Source: an optimization exercise on an open RTL-to-GDS flow (aim: small area, a short achievable clock period and few clock cycles per item). Production flows keep margins and buffers that such runs may drop.
The RTL was checked by simulation tests, not by an equivalence proof against the original design.

==> inputs of pepper <==
==> flow/design.v <==
package rau_pkg;
    localparam int DEF_WIDTH = 32;
    typedef enum logic [2:0] {
        MODE_NORM = 3'd0,
        MODE_ADD  = 3'd1,
        MODE_SUB  = 3'd2,
        MODE_MUL  = 3'd3,
        MODE_DIV  = 3'd4,
        MODE_EQ   = 3'd5,
        MODE_LT   = 3'd6,
        MODE_NONE = 3'd7
    } t_mode;
    typedef enum logic [1:0] {
        ST_OK   = 2'd0,
        ST_ZERO = 2'd1,
        ST_OVF  = 2'd2,
        ST_RSVD = 2'd3
    } t_status;
    typedef struct packed {
        logic [2:0]  mode;
        logic [31:0] a_num;
        logic [31:0] a_den;
        logic [31:0] b_num;
        logic [30:0] b_den;
    } t_in_word;
    typedef struct packed {
        logic [31:0] res_num;
        logic [30:0] res_den;
        logic        truth;
        logic [1:0]  status;
    } t_out_word;
endpackage
module rau_add #(
    parameter int W = 64
) (
    input  logic [W-1:0] i_a,
    input  logic [W-1:0] i_b,
    input  logic         i_cin,
    output logic [W-1:0] o_sum,
    output logic         o_cout
);
    logic [W-1:0] p, g, pp, gg;
    always_comb begin
        p = i_a ^ i_b;
        g = i_a & i_b;
        gg = g;
        pp = p;
        gg[0] = g[0] | (p[0] & i_cin);
        for (int d = 1; d < W; d = d * 2)
            for (int i = 2 * d - 1; i < W; i = i + 2 * d) begin
                gg[i] = gg[i] | (pp[i] & gg[i - d]);
                pp[i] = pp[i] & pp[i - d];
            end
        for (int d = W / 4; d >= 1; d = d / 2)
            for (int i = 3 * d - 1; i < W; i = i + 2 * d) begin
                gg[i] = gg[i] | (pp[i] & gg[i - d]);
                pp[i] = pp[i] & pp[i - d];
            end
        o_sum[0] = p[0] ^ i_cin;
        for (int i = 1; i < W; i++) o_sum[i] = p[i] ^ gg[i - 1];
        o_cout = gg[W - 1];
    end
endmodule
module rational_arithmetic_unit #(
    parameter int WIDTH = rau_pkg::DEF_WIDTH
) (
    input  logic        i_clk,
    input  logic        i_rst_n,
    input  logic        i_in_valid,
    output logic        o_in_ready,
    input  logic [2:0]  i_in_mode,
    input  logic [31:0] i_in_a_num,
    input  logic [31:0] i_in_a_den,
    input  logic [31:0] i_in_b_num,
    input  logic [30:0] i_in_b_den,
    output logic        o_out_valid,
    input  logic        i_out_ready,
    output logic [31:0] o_out_res_num,
    output logic [30:0] o_out_res_den,
    output logic        o_out_truth,
    output logic [1:0]  o_out_status
);
    typedef enum logic [2:0] {S_IDLE, S_MUL, S_GCD, S_ACC, S_OUT} t_state;
    t_state      r_state;
    logic        r_eq;        
    logic        r_cmp;       
    logic        r_zero;      
    logic        r_truth;
    logic        r_neg;       
    logic        r_two;       
    logic        r_seen;      
    logic        r_rdy;       
    logic [4:0]  r_cnt;
    logic [63:0] r_x, r_y;
    logic [32:0] r_a, r_b;                  
    logic [31:0] r_c, r_d;                  
    logic        r_ab, r_bb, r_cb, r_db;    
    logic [32:0] na_in, nad_in, nb_in;
    logic [32:0] va_in, vb_in;
    logic [31:0] ad_in, bm_in, bd_in;
    logic        sb_in, zero_in;
    rau_add #(.W(33)) u_na  (.i_a(~{i_in_a_num[31], i_in_a_num}), .i_b(33'd0), .i_cin(1'b1),
                              .o_sum(na_in), .o_cout());
    rau_add #(.W(33)) u_nad (.i_a(~{i_in_a_den[31], i_in_a_den}), .i_b(33'd0), .i_cin(1'b1),
                              .o_sum(nad_in), .o_cout());
    rau_add #(.W(33)) u_nb  (.i_a(~{i_in_b_num[31], i_in_b_num}), .i_b(33'd0), .i_cin(1'b1),
                              .o_sum(nb_in), .o_cout());
    assign va_in = i_in_a_den[31] ? na_in : {i_in_a_num[31], i_in_a_num};
    assign vb_in = (i_in_mode == rau_pkg::MODE_ADD) ? {i_in_b_num[31], i_in_b_num} : nb_in;
    assign ad_in = i_in_a_den[31] ? nad_in[31:0] : i_in_a_den;
    assign bm_in = i_in_b_num[31] ? nb_in[31:0] : i_in_b_num;
    assign bd_in = {1'b0, i_in_b_den};
    assign sb_in = i_in_b_num[31];
    assign zero_in = (i_in_a_den == 32'd0)
                  || (i_in_mode != rau_pkg::MODE_NORM && i_in_b_den == 31'd0)
                  || (i_in_mode == rau_pkg::MODE_DIV && i_in_b_num == 32'd0);
    logic w_load;
    assign w_load = i_in_valid && (r_state == S_IDLE || (r_state == S_OUT && i_out_ready));
    logic        w_ybit, w_dbit;
    logic [63:0] w_t1, w_t2, w_ty;
    logic [63:0] w_mx_next, w_my_next;
    logic        w_skip;
    assign w_ybit  = r_y[63];
    assign w_dbit  = r_d[31];
    assign w_t1 = (w_ybit && r_two) ? {{31{r_a[32]}}, r_a} : 64'd0;
    assign w_t2 = w_dbit ? {{31{r_b[32]}}, r_b} : 64'd0;
    assign w_ty = w_ybit ? {32'd0, r_c} : 64'd0;
    logic [63:0] w_cs_s, w_cs_c, w_x2;
    assign w_x2 = {r_x[62:0], 1'b0};
    assign w_cs_s = w_x2 ^ w_t1 ^ w_t2;
    assign w_cs_c = (w_x2 & w_t1) | (w_x2 & w_t2) | (w_t1 & w_t2);
    rau_add #(.W(64)) u_mx (.i_a(w_cs_s), .i_b({w_cs_c[62:0], 1'b0}), .i_cin(1'b0),
                            .o_sum(w_mx_next), .o_cout());
    rau_add #(.W(64)) u_my (.i_a({r_y[62:0], 1'b0}), .i_b(w_ty), .i_cin(1'b0),
                            .o_sum(w_my_next), .o_cout());
    assign w_skip = !r_seen && (r_cnt[4:2] != 3'd0) && (r_y[63:60] == 4'd0) && (r_d[31:28] == 4'd0);
    logic        w_zx, w_eq, w_negx;
    logic [64:0] w_dxy, w_dyx;
    logic [63:0] w_yop;
    logic        w_cxy, w_cyx;
    assign w_zx   = (r_x == 64'd0);
    assign w_eq   = w_sub_x && (w_dxy[63:0] == 64'd0);    
    assign w_negx = r_x[63];
    assign w_yop  = w_negx ? 64'd0 : r_y;
    rau_add #(.W(64)) u_dxy (.i_a(r_x), .i_b(~r_y), .i_cin(1'b1), .o_sum(w_dxy[63:0]), .o_cout(w_cxy));
    rau_add #(.W(64)) u_dyx (.i_a(w_yop), .i_b(~r_x), .i_cin(1'b1), .o_sum(w_dyx[63:0]), .o_cout(w_cyx));
    assign w_dxy[64] = !w_cxy;
    assign w_dyx[64] = !w_cyx;
    logic [33:0] w_apb;
    logic [32:0] w_cpd;
    logic        w_apb_big;
    rau_add #(.W(34)) u_apb (.i_a({r_a[32], r_a}), .i_b({r_b[32], r_b}), .i_cin(1'b0),
                             .o_sum(w_apb), .o_cout());
    assign w_apb_big = r_ab || r_bb || (w_apb[33] != w_apb[32]);
    rau_add #(.W(32)) u_cpd (.i_a(r_c), .i_b(r_d), .i_cin(1'b0), .o_sum(w_cpd[31:0]), .o_cout(w_cpd[32]));
    logic [63:0] g_x, g_y;
    logic [32:0] g_a, g_b;
    logic [31:0] g_c, g_d;
    logic        g_ab, g_bb, g_cb, g_db;
    logic        w_sub_x, w_sub_y, w_two_x, w_two_y, w_xside, w_both;
    logic [63:0] w_xpre, w_ypre, w_xsh, w_ysh;
    logic [32:0] w_ash, w_bsh;
    logic [31:0] w_csh, w_dsh;
    logic        w_absh, w_bbsh, w_cbsh, w_dbsh;
    assign w_sub_x = r_x[0] && r_y[0] && !w_dxy[64];
    assign w_sub_y = r_x[0] && r_y[0] && w_dxy[64];
    assign w_both  = !r_x[0] && !r_y[0];                  
    assign w_xside = w_sub_x || !r_x[0];
    assign w_two_x = w_sub_x ? !w_dxy[1] : w_both ? (!r_x[1] && !r_y[1]) : !r_x[1];
    assign w_two_y = w_sub_y ? !w_dyx[1] : w_both ? (!r_x[1] && !r_y[1]) : !r_y[1];
    assign w_xpre = w_sub_x ? w_dxy[63:0] : r_x;
    assign w_ypre = w_sub_y ? w_dyx[63:0] : r_y;
    assign w_xsh = w_two_x ? {2'b0, w_xpre[63:2]} : {1'b0, w_xpre[63:1]};
    assign w_ysh = w_two_y ? {2'b0, w_ypre[63:2]} : {1'b0, w_ypre[63:1]};
    assign w_ash  = w_two_x ? {r_a[30:0], 2'b0} : {r_a[31:0], 1'b0};
    assign w_absh = r_ab | (r_a[32] != r_a[31]) | (w_two_x && (r_a[32] != r_a[30]));
    assign w_csh  = w_two_x ? {r_c[29:0], 2'b0} : {r_c[30:0], 1'b0};
    assign w_cbsh = r_cb | r_c[31] | (w_two_x && r_c[30]);
    assign w_bsh  = w_two_y ? {r_b[30:0], 2'b0} : {r_b[31:0], 1'b0};
    assign w_bbsh = r_bb | (r_b[32] != r_b[31]) | (w_two_y && (r_b[32] != r_b[30]));
    assign w_dsh  = w_two_y ? {r_d[29:0], 2'b0} : {r_d[30:0], 1'b0};
    assign w_dbsh = r_db | r_d[31] | (w_two_y && r_d[30]);
    always_comb begin
        g_x = r_x; g_y = r_y;
        g_a = r_a; g_b = r_b; g_c = r_c; g_d = r_d;
        g_ab = r_ab; g_bb = r_bb; g_cb = r_cb; g_db = r_db;
        if (w_negx) begin
            g_x = w_dyx[63:0];
            g_a = r_a[32] ? 33'd1 : '1;
        end else if (w_zx) begin
        end else if (w_both) begin
            g_x = w_xsh;
            g_y = w_ysh;
        end else if (w_xside) begin
            g_x = w_xsh;
            g_a = w_ash; g_ab = w_absh;
            g_c = w_csh; g_cb = w_cbsh;
            if (w_sub_x) begin
                g_b = w_apb[32:0]; g_bb = w_apb_big;
                g_d = w_cpd[31:0]; g_db = r_cb | r_db | w_cpd[32];
            end
        end else begin
            g_y = w_ysh;
            g_b = w_bsh; g_bb = w_bbsh;
            g_d = w_dsh; g_db = w_dbsh;
            if (w_sub_y) begin
                g_a = w_apb[32:0]; g_ab = w_apb_big;
                g_c = w_cpd[31:0]; g_cb = r_cb | r_db | w_cpd[32];
            end
        end
    end
    logic        w_ovf;
    assign w_ovf = r_bb || r_db || r_d[31] || (r_b[32] != r_b[31]);
    assign o_in_ready    = r_rdy;
    assign o_out_valid   = (r_state == S_OUT);
    assign o_out_res_num = w_ovf ? 32'd0 : r_b[31:0];
    assign o_out_res_den = w_ovf ? 31'd1 : r_d[30:0];
    assign o_out_truth   = r_truth;
    assign o_out_status  = w_ovf ? rau_pkg::ST_OVF : r_zero ? rau_pkg::ST_ZERO : rau_pkg::ST_OK;
    always_ff @(posedge i_clk) begin
        if (!i_rst_n) begin
            r_state <= S_IDLE;
            r_rdy   <= 1'b0;
        end else begin
            r_rdy <= w_load;
            if (w_load) begin
                r_eq    <= (i_in_mode == rau_pkg::MODE_EQ);
                r_cmp   <= (i_in_mode == rau_pkg::MODE_EQ || i_in_mode == rau_pkg::MODE_LT);
                r_zero  <= 1'b0;
                r_truth <= 1'b0;
                r_cnt   <= 5'd31;
                r_seen  <= 1'b0;
                r_x     <= 64'd0;
                r_y     <= {bd_in, 32'd0};
                r_neg   <= 1'b0;
                r_two   <= 1'b1;
                r_ab <= 1'b0; r_bb <= 1'b0; r_cb <= 1'b0; r_db <= 1'b0;
                r_a <= va_in; r_b <= vb_in; r_c <= ad_in; r_d <= ad_in;
                r_state <= S_MUL;
                if (i_in_mode == rau_pkg::MODE_NONE || zero_in) begin
                    r_zero <= (i_in_mode != rau_pkg::MODE_NONE);
                    r_cmp  <= 1'b0;
                    r_b <= 33'd0; r_d <= 32'd1;
                    r_state <= S_ACC;
                end else begin
                    unique case (i_in_mode)
                        rau_pkg::MODE_NORM: begin
                            r_x <= {{31{va_in[32]}}, va_in};
                            r_y <= {32'd0, ad_in};
                            r_a <= 33'd1; r_b <= 33'd0; r_c <= 32'd0; r_d <= 32'd1;
                            r_state <= S_GCD;
                        end
                        rau_pkg::MODE_MUL: begin
                            r_two <= 1'b0; r_neg <= sb_in;
                            r_b <= va_in; r_d <= bm_in;
                        end
                        rau_pkg::MODE_DIV: begin
                            r_two <= 1'b0; r_neg <= sb_in;
                            r_b <= va_in; r_d <= bd_in;
                            r_y <= {bm_in, 32'd0};
                        end
                        default: ;  
                    endcase
                end
            end else begin
                unique case (r_state)
                    S_IDLE: ;
                    S_MUL: begin
                        if (w_skip) begin
                            r_cnt <= r_cnt - 5'd4;
                            r_y <= {r_y[59:0], 4'd0};
                            r_d <= {r_d[27:0], 4'd0};
                        end else begin
                            r_x <= w_mx_next;
                            r_y <= w_my_next;
                            r_d <= {r_d[30:0], 1'b0};
                            r_seen <= r_seen | w_ybit | w_dbit;
                            r_cnt <= r_cnt - 5'd1;
                            if (r_cnt == 5'd0) begin
                                r_a <= r_neg ? '1 : 33'd1;
                                r_b <= 33'd0; r_c <= 32'd0; r_d <= 32'd1;
                                r_state <= r_cmp ? S_ACC : S_GCD;
                            end
                        end
                    end
                    S_GCD: begin
                        r_x <= g_x; r_y <= g_y;
                        r_a <= g_a; r_b <= g_b; r_c <= g_c; r_d <= g_d;
                        r_ab <= g_ab; r_bb <= g_bb; r_cb <= g_cb; r_db <= g_db;
                        if (!w_negx && (w_zx || w_eq)) r_state <= S_OUT;
                    end
                    S_ACC: begin
                        if (r_cmp) r_truth <= r_eq ? w_zx : w_negx;
                        r_state <= S_OUT;
                    end
                    S_OUT: if (i_out_ready) r_state <= S_IDLE;
                    default: r_state <= S_IDLE;
                endcase
            end
        end
    end
endmodule
==> flow/run.sh <==
#!/bin/bash
# synth_recipe.tcl (not shown) runs the flow's synth.tcl, then flattens the netlist and writes it again
# the make line also repeats each setting of config.mk as NAME=value (left out here)
make -C /OpenROAD-flow-scripts/flow DESIGN_CONFIG=/design/flow/config.mk WORK_HOME=/design/flow/orfs CLKGATE_MAP_FILE= SYNTH_SCRIPT=/design/flow/synth_recipe.tcl finish
==> flow/config.mk <==
export PLATFORM = sky130hd
export DESIGN_NAME = rational_arithmetic_unit
export DESIGN_NICKNAME = rational_arithmetic_unit
export VERILOG_FILES = /design/flow/design.v
export SDC_FILE = /design/flow/constraint.sdc
export NUM_CORES = 4
export LEC_CHECK = 0
export CAP_MARGIN = 20
export CORE_MARGIN = 2
export CORE_UTILIZATION = 40
export PLACE_DENSITY = 0.6
export SETUP_SLACK_MARGIN = 5
export SLEW_MARGIN = 20
==> flow/constraint.sdc <==
create_clock -name core_clock -period 11.0 [get_ports {i_clk}]
set_input_delay 2.2000 -clock core_clock [delete_from_list [all_inputs] [get_ports {i_clk}]]
set_output_delay 2.2000 -clock core_clock [all_outputs]
set_load 0.01 [all_outputs]
==> inputs of indigo, as changes to pepper <==
==> flow/design.v, changed modules only <==
module rational_arithmetic_unit #(
    parameter int WIDTH = rau_pkg::DEF_WIDTH
) (
    input  logic        i_clk,
    input  logic        i_rst_n,
    input  logic        i_in_valid,
    output logic        o_in_ready,
    input  logic [2:0]  i_in_mode,
    input  logic [31:0] i_in_a_num,
    input  logic [31:0] i_in_a_den,
    input  logic [31:0] i_in_b_num,
    input  logic [30:0] i_in_b_den,
    output logic        o_out_valid,
    input  logic        i_out_ready,
    output logic [31:0] o_out_res_num,
    output logic [30:0] o_out_res_den,
    output logic        o_out_truth,
    output logic [1:0]  o_out_status
);
    typedef enum logic [2:0] {S_IDLE, S_MUL, S_GCD, S_ACC, S_OUT} t_state;
    t_state      r_state;
    logic        r_eq;        
    logic        r_cmp;       
    logic        r_zero;      
    logic        r_truth;
    logic        r_neg;       
    logic        r_two;       
    logic        r_seen;      
    logic        r_rdy;       
    logic [4:0]  r_cnt;
    logic [63:0] r_x, r_y;
    logic [32:0] r_a, r_b;                  
    logic [31:0] r_c, r_d;                  
    logic [31:0] r_e;                       
    logic        r_ab, r_bb, r_cb, r_db;    
    logic [32:0] na_in, nad_in, nb_in;
    logic [32:0] va_in, vb_in;
    logic [31:0] ad_in, bm_in, bd_in;
    logic        sb_in, zero_in;
    rau_add #(.W(33)) u_na  (.i_a(~{i_in_a_num[31], i_in_a_num}), .i_b(33'd0), .i_cin(1'b1),
                              .o_sum(na_in), .o_cout());
    rau_add #(.W(33)) u_nad (.i_a(~{i_in_a_den[31], i_in_a_den}), .i_b(33'd0), .i_cin(1'b1),
                              .o_sum(nad_in), .o_cout());
    rau_add #(.W(33)) u_nb  (.i_a(~{i_in_b_num[31], i_in_b_num}), .i_b(33'd0), .i_cin(1'b1),
                              .o_sum(nb_in), .o_cout());
    assign va_in = i_in_a_den[31] ? na_in : {i_in_a_num[31], i_in_a_num};
    assign vb_in = (i_in_mode == rau_pkg::MODE_ADD) ? {i_in_b_num[31], i_in_b_num} : nb_in;
    assign ad_in = i_in_a_den[31] ? nad_in[31:0] : i_in_a_den;
    assign bm_in = i_in_b_num[31] ? nb_in[31:0] : i_in_b_num;
    assign bd_in = {1'b0, i_in_b_den};
    assign sb_in = i_in_b_num[31];
    assign zero_in = (i_in_a_den == 32'd0)
                  || (i_in_mode != rau_pkg::MODE_NORM && i_in_b_den == 31'd0)
                  || (i_in_mode == rau_pkg::MODE_DIV && i_in_b_num == 32'd0);
    logic za_in, zb_in, sa_in, cmp_dec_in, cmp_truth_in;
    assign za_in = (i_in_a_num == 32'd0);
    assign zb_in = (i_in_b_num == 32'd0);
    assign sa_in = i_in_a_num[31] ^ i_in_a_den[31];
    assign cmp_dec_in = za_in || zb_in || (sa_in != sb_in);
    assign cmp_truth_in = (i_in_mode == rau_pkg::MODE_EQ) ? (za_in && zb_in)
                        : za_in ? (!zb_in && !sb_in) : sa_in;
    logic w_load;
    assign w_load = i_in_valid && (r_state == S_IDLE || (r_state == S_OUT && i_out_ready));
    logic        w_first;
    assign w_first = r_cnt[4];
    function automatic logic [64:0] booth(input logic [2:0] bits, input logic first,
                                          input logic [33:0] m2);
        logic neg, one, two;
        logic [63:0] t;
        if (first) begin
            neg = 1'b0; one = bits[2]; two = 1'b0;
        end else begin
            neg = bits[2];
            one = bits[1] ^ bits[0];
            two = (bits[2] & !bits[1] & !bits[0]) | (!bits[2] & bits[1] & bits[0]);
        end
        t = one ? {{31{m2[32]}}, m2[32:0]} : two ? {{30{m2[33]}}, m2[32:0], 1'b0} : 64'd0;
        booth = {neg, t ^ {64{neg}}};
    endfunction
    logic [64:0] w_ba, w_bb, w_bc;
    logic [63:0] w_t1, w_t2, w_ty;
    logic        w_n1, w_n2, w_ny;
    logic [63:0] w_mx_next, w_my_next;
    logic        w_skip;
    assign w_ba = booth(r_two ? r_e[31:29] : 3'b000, w_first, {r_a[32], r_a});
    assign w_bb = booth(r_d[31:29], w_first, {r_b[32], r_b});
    assign w_bc = booth(r_e[31:29], w_first, {2'b00, r_c});
    assign {w_n1, w_t1} = w_ba;
    assign {w_n2, w_t2} = w_bb;
    assign {w_ny, w_ty} = w_bc;
    logic [63:0] w_cs_s, w_cs_c, w_x4;
    assign w_x4 = w_first ? {62'd0, w_n1 & w_n2, w_n1 ^ w_n2}
                          : {r_x[61:0], w_n1 & w_n2, w_n1 ^ w_n2};
    assign w_cs_s = w_x4 ^ w_t1 ^ w_t2;
    assign w_cs_c = (w_x4 & w_t1) | (w_x4 & w_t2) | (w_t1 & w_t2);
    rau_add #(.W(64)) u_mx (.i_a(w_cs_s), .i_b({w_cs_c[62:0], 1'b0}), .i_cin(1'b0),
                            .o_sum(w_mx_next), .o_cout());
    rau_add #(.W(64)) u_my (.i_a(w_first ? 64'd0 : {r_y[61:0], 2'b00}), .i_b(w_ty), .i_cin(w_ny),
                            .o_sum(w_my_next), .o_cout());
    assign w_skip = !r_seen && (r_cnt[4:1] != 4'd0) && (r_e[31:27] == 5'd0) && (r_d[31:27] == 5'd0);
    logic        w_zx, w_eq, w_negx;
    logic [64:0] w_dxy, w_dyx;
    logic [63:0] w_yop;
    logic        w_cxy, w_cyx;
    assign w_zx   = (r_x == 64'd0);
    assign w_eq   = w_sub_x && (w_dxy[63:0] == 64'd0);    
    assign w_negx = r_x[63];
    assign w_yop  = w_negx ? 64'd0 : r_y;
    rau_add #(.W(64)) u_dxy (.i_a(r_x), .i_b(~r_y), .i_cin(1'b1), .o_sum(w_dxy[63:0]), .o_cout(w_cxy));
    rau_add #(.W(64)) u_dyx (.i_a(w_yop), .i_b(~r_x), .i_cin(1'b1), .o_sum(w_dyx[63:0]), .o_cout(w_cyx));
    assign w_dxy[64] = !w_cxy;
    assign w_dyx[64] = !w_cyx;
    logic [33:0] w_apb;
    logic [32:0] w_cpd;
    logic        w_apb_big;
    rau_add #(.W(34)) u_apb (.i_a({r_a[32], r_a}), .i_b({r_b[32], r_b}), .i_cin(1'b0),
                             .o_sum(w_apb), .o_cout());
    assign w_apb_big = r_ab || r_bb || (w_apb[33] != w_apb[32]);
    rau_add #(.W(32)) u_cpd (.i_a(r_c), .i_b(r_d), .i_cin(1'b0), .o_sum(w_cpd[31:0]), .o_cout(w_cpd[32]));
    logic [63:0] g_x, g_y;
    logic [32:0] g_a, g_b;
    logic [31:0] g_c, g_d;
    logic        g_ab, g_bb, g_cb, g_db;
    logic        w_sub_x, w_sub_y, w_two_x, w_two_y, w_xside, w_both;
    logic [63:0] w_xpre, w_ypre, w_xsh, w_ysh;
    logic [32:0] w_ash, w_bsh;
    logic [31:0] w_csh, w_dsh;
    logic        w_absh, w_bbsh, w_cbsh, w_dbsh;
    assign w_sub_x = r_x[0] && r_y[0] && !w_dxy[64];
    assign w_sub_y = r_x[0] && r_y[0] && w_dxy[64];
    assign w_both  = !r_x[0] && !r_y[0];                  
    assign w_xside = w_sub_x || !r_x[0];
    assign w_two_x = w_sub_x ? !w_dxy[1] : w_both ? (!r_x[1] && !r_y[1]) : !r_x[1];
    assign w_two_y = w_sub_y ? !w_dyx[1] : w_both ? (!r_x[1] && !r_y[1]) : !r_y[1];
    assign w_xpre = w_sub_x ? w_dxy[63:0] : r_x;
    assign w_ypre = w_sub_y ? w_dyx[63:0] : r_y;
    assign w_xsh = w_two_x ? {2'b0, w_xpre[63:2]} : {1'b0, w_xpre[63:1]};
    assign w_ysh = w_two_y ? {2'b0, w_ypre[63:2]} : {1'b0, w_ypre[63:1]};
    assign w_ash  = w_two_x ? {r_a[30:0], 2'b0} : {r_a[31:0], 1'b0};
    assign w_absh = r_ab | (r_a[32] != r_a[31]) | (w_two_x && (r_a[32] != r_a[30]));
    assign w_csh  = w_two_x ? {r_c[29:0], 2'b0} : {r_c[30:0], 1'b0};
    assign w_cbsh = r_cb | r_c[31] | (w_two_x && r_c[30]);
    assign w_bsh  = w_two_y ? {r_b[30:0], 2'b0} : {r_b[31:0], 1'b0};
    assign w_bbsh = r_bb | (r_b[32] != r_b[31]) | (w_two_y && (r_b[32] != r_b[30]));
    assign w_dsh  = w_two_y ? {r_d[29:0], 2'b0} : {r_d[30:0], 1'b0};
    assign w_dbsh = r_db | r_d[31] | (w_two_y && r_d[30]);
    always_comb begin
        g_x = r_x; g_y = r_y;
        g_a = r_a; g_b = r_b; g_c = r_c; g_d = r_d;
        g_ab = r_ab; g_bb = r_bb; g_cb = r_cb; g_db = r_db;
        if (w_negx) begin
            g_x = w_dyx[63:0];
            g_a = r_a[32] ? 33'd1 : '1;
        end else if (w_zx) begin
        end else if (w_both) begin
            g_x = w_xsh;
            g_y = w_ysh;
        end else if (w_xside) begin
            g_x = w_xsh;
            g_a = w_ash; g_ab = w_absh;
            g_c = w_csh; g_cb = w_cbsh;
            if (w_sub_x) begin
                g_b = w_apb[32:0]; g_bb = w_apb_big;
                g_d = w_cpd[31:0]; g_db = r_cb | r_db | w_cpd[32];
            end
        end else begin
            g_y = w_ysh;
            g_b = w_bsh; g_bb = w_bbsh;
            g_d = w_dsh; g_db = w_dbsh;
            if (w_sub_y) begin
                g_a = w_apb[32:0]; g_ab = w_apb_big;
                g_c = w_cpd[31:0]; g_cb = r_cb | r_db | w_cpd[32];
            end
        end
    end
    logic        w_early;
    assign w_early = r_ab || r_bb || r_cb || r_db || r_c[31] || r_d[31]
                  || (r_a[32] != r_a[31]) || (r_b[32] != r_b[31]);
    logic        w_ovf;
    assign w_ovf = r_bb || r_db || r_d[31] || (r_b[32] != r_b[31]);
    assign o_in_ready    = r_rdy;
    assign o_out_valid   = (r_state == S_OUT);
    assign o_out_res_num = w_ovf ? 32'd0 : r_b[31:0];
    assign o_out_res_den = w_ovf ? 31'd1 : r_d[30:0];
    assign o_out_truth   = r_truth;
    assign o_out_status  = w_ovf ? rau_pkg::ST_OVF : r_zero ? rau_pkg::ST_ZERO : rau_pkg::ST_OK;
    always_ff @(posedge i_clk) begin
        if (!i_rst_n) begin
            r_state <= S_IDLE;
            r_rdy   <= 1'b0;
        end else begin
            r_rdy <= w_load;
            if (w_load) begin
                r_eq    <= (i_in_mode == rau_pkg::MODE_EQ);
                r_cmp   <= (i_in_mode == rau_pkg::MODE_EQ || i_in_mode == rau_pkg::MODE_LT);
                r_zero  <= 1'b0;
                r_truth <= 1'b0;
                r_cnt   <= 5'd16;
                r_seen  <= 1'b0;
                r_x     <= 64'd0;
                r_y     <= 64'd0;
                r_e     <= bd_in;
                r_neg   <= 1'b0;
                r_two   <= 1'b1;
                r_ab <= 1'b0; r_bb <= 1'b0; r_cb <= 1'b0; r_db <= 1'b0;
                r_a <= va_in; r_b <= vb_in; r_c <= ad_in; r_d <= ad_in;
                r_state <= S_MUL;
                if (i_in_mode == rau_pkg::MODE_NONE || zero_in
                    || ((i_in_mode == rau_pkg::MODE_EQ || i_in_mode == rau_pkg::MODE_LT)
                        && cmp_dec_in)) begin
                    r_zero <= zero_in && (i_in_mode != rau_pkg::MODE_NONE);
                    r_truth <= !zero_in && (i_in_mode != rau_pkg::MODE_NONE) && cmp_truth_in;
                    r_cmp  <= 1'b0;
                    r_b <= 33'd0; r_d <= 32'd1;
                    r_state <= S_ACC;
                end else begin
                    unique case (i_in_mode)
                        rau_pkg::MODE_NORM: begin
                            r_x <= {{31{va_in[32]}}, va_in};
                            r_y <= {32'd0, ad_in};
                            r_e <= 32'd0;
                            r_a <= 33'd1; r_b <= 33'd0; r_c <= 32'd0; r_d <= 32'd1;
                            r_state <= S_GCD;
                        end
                        rau_pkg::MODE_MUL: begin
                            r_two <= 1'b0; r_neg <= sb_in;
                            r_b <= va_in; r_d <= bm_in;
                        end
                        rau_pkg::MODE_DIV: begin
                            r_two <= 1'b0; r_neg <= sb_in;
                            r_b <= va_in; r_d <= bd_in;
                            r_e <= bm_in;
                        end
                        default: ;  
                    endcase
                end
            end else begin
                unique case (r_state)
                    S_IDLE: ;
                    S_MUL: begin
                        if (w_skip) begin
                            r_cnt <= w_first ? 5'd13 : r_cnt - 5'd2;
                            r_e <= {r_e[27:0], 4'd0};
                            r_d <= {r_d[27:0], 4'd0};
                        end else begin
                            r_x <= w_mx_next;
                            r_y <= w_my_next;
                            if (!w_first) begin
                                r_e <= {r_e[29:0], 2'd0};
                                r_d <= {r_d[29:0], 2'd0};
                            end
                            r_seen <= 1'b1;
                            r_cnt <= r_cnt - 5'd1;
                            if (r_cnt == 5'd0) begin
                                r_a <= r_neg ? '1 : 33'd1;
                                r_b <= 33'd0; r_c <= 32'd0; r_d <= 32'd1;
                                r_state <= r_cmp ? S_ACC : S_GCD;
                            end
                        end
                    end
                    S_GCD: begin
                        r_x <= g_x; r_y <= g_y;
                        r_a <= g_a; r_b <= g_b; r_c <= g_c; r_d <= g_d;
                        r_ab <= g_ab; r_bb <= g_bb; r_cb <= g_cb; r_db <= g_db;
                        if (!w_negx && (w_zx || w_eq)) r_state <= S_OUT;
                        if (!w_negx && !w_zx && w_early) begin
                            r_x <= r_x; r_y <= r_y;
                            r_a <= r_a; r_b <= r_b; r_c <= r_c; r_d <= r_d;
                            r_ab <= r_ab; r_bb <= 1'b1; r_cb <= r_cb; r_db <= r_db;
                            r_state <= S_OUT;
                        end
                    end
                    S_ACC: begin
                        if (r_cmp) r_truth <= r_eq ? w_zx : w_negx;
                        r_state <= S_OUT;
                    end
                    S_OUT: if (i_out_ready) r_state <= S_IDLE;
                    default: r_state <= S_IDLE;
                endcase
            end
        end
    end
endmodule
- ABC_AREA: default -> 1
==> results.toml <==
[power]
swShare_pct = 53.3
clockPowerShare_pct = 12.9

[global_route]
grt.total_usage_pct = 36.7
antenna_found_initial = 22

[synth]
synth_common_cells = "nand2_1, nor2_1, a21oi_1, ha_1, o21ai_0"
synth_xor_area_share_pct = 4.85

[cells_and_area]
area_delta_synth_final_pct = 13.0

[run_status]
outcome = "finished clean"

[place]
place_inst = 6078
pre_cts_slack_ps = 3980

[route]
initialDrtViolationCount = 5766

[setup_path]
worstSetupPathType = "in2reg"

[clocking]
clock_latency_ps = 660
numCtsBuffers = 41
-- figures above: pepper

==> results.toml <==
[run_status]
outcome = "finished clean"

[clocking]
clock_latency_ps = 670

[power]
clockPowerShare_pct = 8.3
swShare_pct = 56.6

[cells_and_area]
area_delta_synth_final_pct = 12.1

[global_route]
antenna_found_initial = 1

[route]
initialDrtViolationCount = 4782

[place]
pre_cts_slack_ps = 3690
-- figures above: indigo

Testbench counts of pepper, summed over its fixed seeds: cycles 106,843, items 2,400.
Testbench counts of indigo, summed over its fixed seeds: cycles 65,503, items 2,400.

[what the ideal ports hide]
The flow's constraints put no driver on any port. The routed layouts listed below were extracted and timed again, unchanged, in two steps. Step 1: set_driving_cell puts a clkbuf_16 on i_clk and a buf_2 on each other input, an assumption about the parent block. Step 2 moves the port delays by t, midway between the first and last clock arrival at a register: inputs arrive t later, outputs are due t later. That takes back most of the time a late clock gives input paths. Three values: ideal, step 1, step 2; two values: the first two.
| run | shift t [ns] | slack for setup (ns) | worst hold slack (ns) | worst setup path after step 2 | cell pins on the clock port's net |
|---|---|---|---|---|---|
| pepper | 0.704 | 5.111 / 5.118 / 4.447 | 0.620 / 0.620 / 0.620 | input to register | 1 |
| indigo | 0.735 | 5.179 / 5.161 / 4.530 | 0.616 / 0.616 / 0.616 | input to register | 1 |
After both steps every run listed still meets setup and hold. For pepper, which loses most, drivers alone change the setup slack by +0.007 ns; drivers and shift together by -0.664 ns.
